This design comes from an exercise in tuning for a short achievable clock period and few clock cycles on the open sky130 flow, not from production work. Only simulation tests tie the RTL to the original design; equivalence was not proved. The flow treats the clock pin as an ideal source, which a real chip does not have. Power and IR drop assume default switching activity.

## build 56
## dcache_top
module dcache_top (
	input logic clk,
	input logic rst,
	input logic rd_en,
	input logic wr_en,
	input dcache_pkg::addr_t addr,
	input dcache_pkg::data_t wr_data,
	output dcache_pkg::data_t rd_data,
	output logic busy,
	output logic valid,
	output logic mem_rd_en,
	output logic mem_wr_en,
	output dcache_pkg::addr_t mem_addr,
	output dcache_pkg::data_t mem_wr_data,
	input dcache_pkg::data_t mem_rd_data
);
	localparam int NL = 32;    
	localparam int TW = 7;
	localparam int DW = 32;
	localparam int QD = 8;     
	localparam int QPW = 3;
	localparam int RD = 32;    
	localparam int RPW = 5;
	localparam int IW = 5;     
	logic [NL*TW-1:0] ltag;
	logic [NL-1:0] lval;
	logic [NL-1:0] ldirty;
	logic [NL-1:0] lpend;
	logic [NL*IW-1:0] lpid;
	logic [NL*DW-1:0] ldata;
	logic [8*3-1:0] tree;
	logic b_v;
	logic b_wr;
	logic [9:0] b_addr;
	logic [DW-1:0] b_wdata;
	logic [3:0] b_m4;      
	logic [3:0] b_sval;    
	logic [2:0] b_tree;
	logic [2:0] b_set;
	logic [TW-1:0] b_tag;
	logic [TW-1:0] b_vtag;
	logic b_vdirty;
	logic [DW-1:0] b_vdata;
	logic [DW-1:0] b_hdata;
	assign b_set = b_addr[2:0];
	assign b_tag = b_addr[9:3];
	logic dist_v;
	logic dist_vd;
	logic dist_act;
	logic [IW-1:0] dist_id;
	logic [DW-1:0] dist_data;
	assign dist_act = dist_v || dist_vd;
	logic [IW-1:0] rid_tail;
	logic [IW-1:0] rid_done;
	logic busy_q;
	logic c_wr;
	logic [2:0] c_set;
	logic [3:0] c_way;
	logic [NL-1:0] c_line;
	logic [DW-1:0] c_wdata;
	logic c_fwd;
	logic hit;
	logic [1:0] hway;
	logic free;
	logic [1:0] fway;
	logic [1:0] vway;
  ...
For scale: ~3,800 flip-flops, roughly 160 I/O pins, about 170,000 sq um of cells after synthesis.
Settings: LEC_CHECK=0, ABC_CLOCK_PERIOD_IN_PS=3000, CAP_MARGIN=20, CORE_MARGIN=2, CORE_UTILIZATION=35, SETUP_SLACK_MARGIN=4.5, SLEW_MARGIN=20, TNS_END_PERCENT=10; clock period 7.5 ns.
standard.sh (not shown) runs the stock make flow with config.mk's settings and CLKGATE_MAP_FILE= SYNTH_SCRIPT=/design/flow/synth_recipe.tcl, a recipe that flattens the netlist after the stock synthesis.
==> flow/flow/run.sh <==
#!/bin/bash
# The standard layout, with these changes to how it is made:
#  - the port buffers are plain sky130_fd_sc_hd__buf_4 cells instead of the
#    delay buffers buffer_ports picks by default;
#  - timing repair may resize a cell to one of another footprint;
#  - after CTS, two more setup repair passes run (flow/post_cts.tcl);
set -euo pipefail
export POST_CTS_TCL="$PWD/flow/post_cts.tcl"
export POST_GLOBAL_ROUTE_TCL="$PWD/flow/post_grt.tcl"
bash standard.sh MATCH_CELL_FOOTPRINT=0 "BUFFER_PORTS_ARGS=-buffer_cell sky130_fd_sc_hd__buf_4" finish > flow_make.log 2>&1
==> flow/flow/post_cts.tcl <==
# Extra setup repair after CTS. The standard pass often stops at a path it
# cannot improve; fresh passes over all violating endpoints go further.
set_dont_use $::env(DONT_USE_CELLS)
estimate_parasitics -placement
foreach pass {1 2} {
  log_cmd repair_timing -setup -setup_margin $::env(SETUP_SLACK_MARGIN) -repair_tns 100 -verbose
}
log_cmd detailed_placement
check_placement -verbose
estimate_parasitics -placement
report_worst_slack
==> flow/flow/post_grt.tcl <==
# Extra setup repair with global-routing parasitics, after the standard
# global route step; the changed nets are rerouted and the guides rewritten.
estimate_parasitics -global_routing
log_cmd repair_timing -setup -setup_margin $::env(SETUP_SLACK_MARGIN) -repair_tns 100 -verbose
log_cmd repair_timing -hold -hold_margin 0 -verbose
log_cmd global_route -start_incremental
log_cmd detailed_placement
log_cmd global_route -end_incremental
check_placement -verbose
estimate_parasitics -global_routing
report_worst_slack
report_worst_slack -min
write_guides $::env(RESULTS_DIR)/route.guide
Testbench counts of build 56, summed over its fixed seeds: cycles 5,306.
The inputs of build 92 differ from those of build 56 as listed below.
Settings: swapping 35 for 40 in CORE_UTILIZATION.
==> flow/run.sh (new file) <==
#!/bin/bash
# synth_recipe.tcl (not shown) runs the flow's synth.tcl, then flattens the netlist and writes it again
# the make line also repeats each setting of config.mk as NAME=value (left out here)
make -C /OpenROAD-flow-scripts/flow DESIGN_CONFIG=/design/flow/config.mk WORK_HOME=/design/flow/orfs CLKGATE_MAP_FILE= SYNTH_SCRIPT=/design/flow/synth_recipe.tcl finish
removed: flow/flow/run.sh
removed: flow/flow/post_cts.tcl
removed: flow/flow/post_grt.tcl
removed: flow/standard.sh
--- outcome ---
- Count of clock-buffer cells in the layout (higher): build 92
- Build 92: critical path depth 7 above build 56
- Build 92 against build 56: global-route usage up 4.9 points; final total power up about 1%.
- Looking at critical path endpoint, the rq_hp[5] result is from build 92; the busy one comes from build 56.
- Wire length of the first global-routing pass: build 92 > build 56
- Compared with build 56, build 92 shows a logic gate share of total power that is 0.3 points lower.
Input changes introduced in build 52 (baseline for comparison: build 92):
Settings: a change of CORE_UTILIZATION from 40 to 35.
==> flow/flow/run.sh (new file) <==
#!/bin/bash
set -euo pipefail
export POST_CTS_TCL="$PWD/flow/post_cts.tcl"
bash standard.sh MATCH_CELL_FOOTPRINT=0 "BUFFER_PORTS_ARGS=-buffer_cell sky130_fd_sc_hd__buf_4" finish > flow_make.log 2>&1
==> flow/flow/post_cts.tcl (new file) <==
# Extra setup repair after CTS. The standard pass often stops at a path it
# cannot improve; fresh passes over all violating endpoints go further.
set_dont_use $::env(DONT_USE_CELLS)
estimate_parasitics -placement
foreach pass {1 2} {
  log_cmd repair_timing -setup -setup_margin $::env(SETUP_SLACK_MARGIN) -repair_tns 100 -verbose
}
log_cmd detailed_placement
check_placement -verbose
estimate_parasitics -placement
report_worst_slack
==> flow/standard.sh (new file) <==
#!/bin/bash
# synth_recipe.tcl (not shown) runs the flow's synth.tcl, then flattens the netlist and writes it again
# the make line also repeats each setting of config.mk as NAME=value (left out here)
make -C /OpenROAD-flow-scripts/flow DESIGN_CONFIG=/design/flow/config.mk WORK_HOME=/design/flow/orfs CLKGATE_MAP_FILE= SYNTH_SCRIPT=/design/flow/synth_recipe.tcl "${@:-finish}"
removed: flow/run.sh
--- outcome ---
- | maximum fanout count along the critical path | lower: build 52 |
- From build 52 to build 92, synthesized cell count did not move at all.
- The final reports for build 52 and build 92 show clock network fraction of total power lower in the former.
- Initial antenna violation count, build 52 and build 92: larger value in build 92
- Half-perimeter wire length of the detailed placement result (lower): build 52
- Build 52 reports a lower critical path arrival than build 92 does.

-- what the ideal ports hide --
How much do the figures lean on ideal ports? The routed layouts below were timed once more, with nothing changed but the port constraints. Step 1, drivers: a clkbuf_16 drives clk and a buf_2 each remaining input, both assumed. Step 2 adds t to the input delays and takes it off the output delays; t is the mean of the earliest and latest rising clock arrival at the registers after step 1. Input paths then give back, and output paths get back, about the clock's delay inside the block. Slacks: ideal / step 1 / step 2; pairs: ideal / step 1.
run	shift t [ns]	setup slack, ns	worst register clock-pin slew, ns	cell pins on the clock port's net
build 56	1.153	4.411 / 4.290 / 3.630	0.07 / 0.07	1
build 92	1.097	4.304 / 4.218 / 4.055	0.07 / 0.07	1
build 52	1.155	4.415 / 4.294 / 3.637	0.07 / 0.07	1
After both steps every run listed still meets setup and hold. The setup slack of build 56, which loses most, moves by -0.121 ns with the drivers and by -0.781 ns with both steps.
